What follows belongs to an exercise in optimizing a design on an open flow for small area, a short achievable clock period and few clock cycles per item; a production flow would make more cautious choices. Only simulation tests tie the RTL to the original design; equivalence was not proved. Power and IR drop assume default switching activity.

v10:
## execTop
module execTop (
	input logic clk,
	input logic rst,
	input logic start,
	input logic [2:0] op,  
	input logic [31:0] opA,
	input logic [31:0] opB,
	output logic [31:0] result,
	output logic neq,
	output logic lt,
	output logic done,
	output logic busy
);
	execPkg::word_t latA;
	execPkg::word_t latB;
	logic [2:0] latOp;
	logic [execPkg::mulDigits-1:0] digOne;
	logic [execPkg::mulDigits-1:0] digTwo;
	logic [execPkg::mulDigits-1:0] digNeg;
	execPkg::word_t aluSum;
	execPkg::word_t aluCarry;
	logic aluCin;
	logic aluNeq;
	logic aluLt;
	execPkg::word_t nextSum;
	execPkg::word_t nextCarry;
	execPkg::word_t accSum;
	execPkg::word_t accCarry;
	logic firstStep;
	execControl control (
		.clk(clk),
		.rst(rst),
		.start(start),
		.op(op),
		.opA(opA),
		.opB(opB),
		.latA(latA),
		.latB(latB),
		.latOp(latOp),
		.digOne(digOne),
		.digTwo(digTwo),
		.digNeg(digNeg),
		.aluSum(aluSum),
		.aluCarry(aluCarry),
		.aluCin(aluCin),
		.aluNeq(aluNeq),
		.aluLt(aluLt),
		.nextSum(nextSum),
		.nextCarry(nextCarry),
		.accSum(accSum),
		.accCarry(accCarry),
		.firstStep(firstStep),
		.result(result),
		.neq(neq),
		.lt(lt),
		.done(done),
		.busy(busy)
	);
	aluUnit alu (
		.opA(latA),
		.opB(latB),
		.op(latOp),
		.cmpA(opA),
		.cmpB(opB),
		.aluSum(aluSum),
		.aluCarry(aluCarry),
		.aluCin(aluCin),
		.aluNeq(aluNeq),
		.aluLt(aluLt)
	);
	mulUnit mul (
		.mcand(latA),
		.digOne(digOne),
		.digTwo(digTwo),
		.digNeg(digNeg),
		.accSum(firstStep ? '0 : accSum),
		.accCarry(firstStep ? '0 : accCarry),
		.nextSum(nextSum),
		.nextCarry(nextCarry)
	);
endmodule
Size: ~2200 cells after synthesis, roughly 190 flip-flops.
Settings: LEC_CHECK=0, ABC_AREA=1, CAP_MARGIN=20, CORE_MARGIN=2, CORE_UTILIZATION=40, CTS_BUF_LIST=sky130_fd_sc_hd__clkbuf_8, SETUP_SLACK_MARGIN=3.0, SLEW_MARGIN=20; clock period 6.0 ns.
run.sh (not shown) runs the stock make flow with config.mk's settings and CLKGATE_MAP_FILE= SYNTH_SCRIPT=/design/flow/synth_recipe.tcl, a recipe that flattens the netlist after the stock synthesis.
Testbench counts of v10, summed over its fixed seeds: cycles 15,655, ops 12,000.
### v10 -> v7
Settings: removing CTS_BUF_LIST (formerly sky130_fd_sc_hd__clkbuf_8); setting GPL_ROUTABILITY_DRIVEN to 0 for the first time.
Notes after the runs:
Per the comparison of v7 with v10, via count rose by about 2%, post-cts resize count now smaller, delay of the slowest critical-path stage level. Diff v10 -> v7: initial DRC count went up; final cell area excluding filler cells went up. v10 reports its startpoint of the worst setup timing path as control.digTwo[1] while v7 reports control.digOne[0]. Looking at inverter count of the layout excluding clock inverters, v7 sits above v10. Comparing v10 and v7, the lower share of total power in the clock network was measured on v10. Worst setup slack is higher on v7. Comparing v10 against v7, there is no change at all in area share of xor/xnor cells in the synthesized design.
[inputs] v33 vs v7
Settings: GPL_ROUTABILITY_DRIVEN removed (was 0); GPL_TIMING_DRIVEN newly set to 0.
Findings:
- v33 gives less sequential share of layout area than v7 did.
- Diff v7 and v33: non-clock buffer count higher in v33
- The total power of the final layout in v33 sits 8.5% above the value recorded for v7.
For v48, these inputs were changed with respect to v33:
Settings: GPL_TIMING_DRIVEN: 0 -> unset.
Notes after the runs:
[compare] base=v33 new=v48: number of global-route vias before repair decreased by about 6.5% relative to the old numbers; aggregate routed wire length -about 15%; setup slack climbed 0.046 ns.
In the final reports, the cell area of v48 is smaller than that of v33.
The lower number of antenna violations at the first check in global routing came out of v48.
v48: done, clean on timing, DRC and antenna
| area occupied by multi-input gates | v48 vs v33 | about 2.8% lower |
Modified inputs, v39 compared to v48
Settings: a change of SETUP_SLACK_MARGIN from 3.0 to 3.1.
[summary]
v39 against v48: net switching power increased 0.040 mW; worst setup skew after layout flat; non-clock buffer count saw an increase; total wire length went up by about 1.8%; routed length on met1 +360 um.
Power: v39 draws more than v48
The following lists how v45 was set up differently from v39:
Settings: changing SETUP_SLACK_MARGIN from 3.1 to 3.0; setting CTS_BUF_LIST to sky130_fd_sc_hd__clkbuf_4 sky130_fd_sc_hd__clkbuf_8 for the first time.
Results
- Status | v39 and v45 | clean
- The total power of v45 falls short of that of v39 by about 5%.
- Looking at highest attainable clock frequency, v45 sits below v39.
- Area of the multi-input gates in v45 vs v39: down 58 um2

========
Another version of the RTL of execTop (not shown whole).
Size: about 2,200 cells after synthesis, roughly 180 flip-flops, ~110 I/O pins, roughly 17,000 µm² of cells after synthesis.
// execTop
module execTop (
	input logic clk,
	input logic rst,
	input logic start,
	input logic [2:0] op,  
	input logic [31:0] opA,
	input logic [31:0] opB,
	output logic [31:0] result,
	output logic neq,
	output logic lt,
	output logic done,
	output logic busy
);
Settings: LEC_CHECK=0, ABC_AREA=1, CAP_MARGIN=20, CORE_MARGIN=2, CORE_UTILIZATION=40, CTS_BUF_LIST=sky130_fd_sc_hd__clkbuf_4 sky130_fd_sc_hd__clkbuf_8, SETUP_SLACK_MARGIN=3.0, SLEW_MARGIN=20; clock period 6.0 ns.
The baseline produced a clean layout.
Testbench counts at the start, summed over its fixed seeds: cycles 15,655, ops 12,000.
Change:
--- a/flow/config.mk
+++ b/flow/config.mk
@@ -12,2 +12 @@
-export CTS_BUF_LIST = sky130_fd_sc_hd__clkbuf_4 sky130_fd_sc_hd__clkbuf_8
-export SETUP_SLACK_MARGIN = 3.0
+export SETUP_SLACK_MARGIN = 2.9
Effect:
- The new run produced a clean layout
- power increases by 4.2%
- critical path depth is unchanged
- final area decreases by 0.66%
- area after synthesis does not change
- routed wire length decreases by 1.2%

========
## rev 12
execTop, a different RTL version from the one above (not shown whole).
Size: about 17000 sq um of cells after synthesis.
export LEC_CHECK = 0
export ABC_AREA = 1
export CAP_MARGIN = 20
export CORE_MARGIN = 2
export CORE_UTILIZATION = 40
export SETUP_SLACK_MARGIN = 3.0
export SLEW_MARGIN = 20
export TNS_END_PERCENT = 5
create_clock -name core_clock -period 6.0 [get_ports {clk}]
Rev 12 was carried through to the last stage, and its layout satisfied the timing, design-rule and antenna checks.
Testbench counts of rev 12, summed over its fixed seeds: cycles 15,655, ops 12,000.
Input-level comparison between rev 13 and rev 12:
# rev 12
export LEC_CHECK = 0
export ABC_AREA = 1
export CAP_MARGIN = 20
export CORE_MARGIN = 2
export CORE_UTILIZATION = 40
export SETUP_SLACK_MARGIN = 3.0
export SLEW_MARGIN = 20
export TNS_END_PERCENT = 5
create_clock -name core_clock -period 6.0 [get_ports {clk}]
# rev 13
export LEC_CHECK = 0
export ABC_AREA = 1
export CAP_MARGIN = 20
export CORE_MARGIN = 2
export CORE_UTILIZATION = 40
export CTS_BUF_LIST = sky130_fd_sc_hd__clkbuf_4 sky130_fd_sc_hd__clkbuf_8
export SETUP_SLACK_MARGIN = 3.0
export SLEW_MARGIN = 20
create_clock -name core_clock -period 6.0 [get_ports {clk}]
==> comparison <==
Rev 13 against rev 12: cell area power density down about 5%; wire length of the first global-routing pass neither gained nor lost much.
Taking rev 12 as the reference point, the number of buffers and inverters on the critical path of rev 13 rises by 3.

-- separate check: timing with driven ports --
In the flow no input, the clock included, has a driving cell. The finished layouts below were timed again as built, in two steps. Step 1 assumes that a clkbuf_16 drives the clock port and a buf_2 every other input. Step 2 times the ports against the registers' clock, not the clock port: input delays grow and output delays shrink by t, the midpoint of the rising clock arrivals with the driver on. a / b / c = no drivers / after step 1 / after step 2; a / b = the first two.
run | t, ns | slack for setup (ns) | worst setup path after step 2 | latest minus earliest clock arrival (ns) | worst data-port slew with drivers (ns)
v10 | 0.583 | 3.005 / 3.005 / 2.608 | input to register | 0.025 / 0.025 | 0.04
v7 | 0.522 | 3.032 / 3.032 / 2.564 | input to register | 0.019 / 0.019 | 0.04
v33 | 0.559 | 2.984 / 2.984 / 2.508 | input to register | 0.033 / 0.033 | 0.07
v48 | 0.528 | 3.030 / 3.030 / 2.623 | input to register | 0.015 / 0.015 | 0.04
v39 | 0.528 | 3.023 / 3.023 / 2.691 | input to register | 0.014 / 0.014 | 0.04
v45 | 0.583 | 3.005 / 3.005 / 2.608 | input to register | 0.025 / 0.025 | 0.04
the first run of note 2 | 0.590 | 3.051 / 3.024 / 2.607 | input to register | 0.029 / 0.030 | 0.04
the second run of note 2 | 0.533 | 2.991 / 2.964 / 2.613 | input to register | 0.016 / 0.016 | 0.04
rev 12 | 0.555 | 2.823 / 2.823 / 2.675 | input to register | 0.022 / 0.021 | 0.04
rev 13 | 0.635 | 2.999 / 2.999 / 2.648 | input to register | 0.026 / 0.027 | 0.04
After both steps every run listed still meets setup and hold. For v33, which loses most, drivers alone change the setup slack by 0.000 ns; drivers and shift together by -0.476 ns.
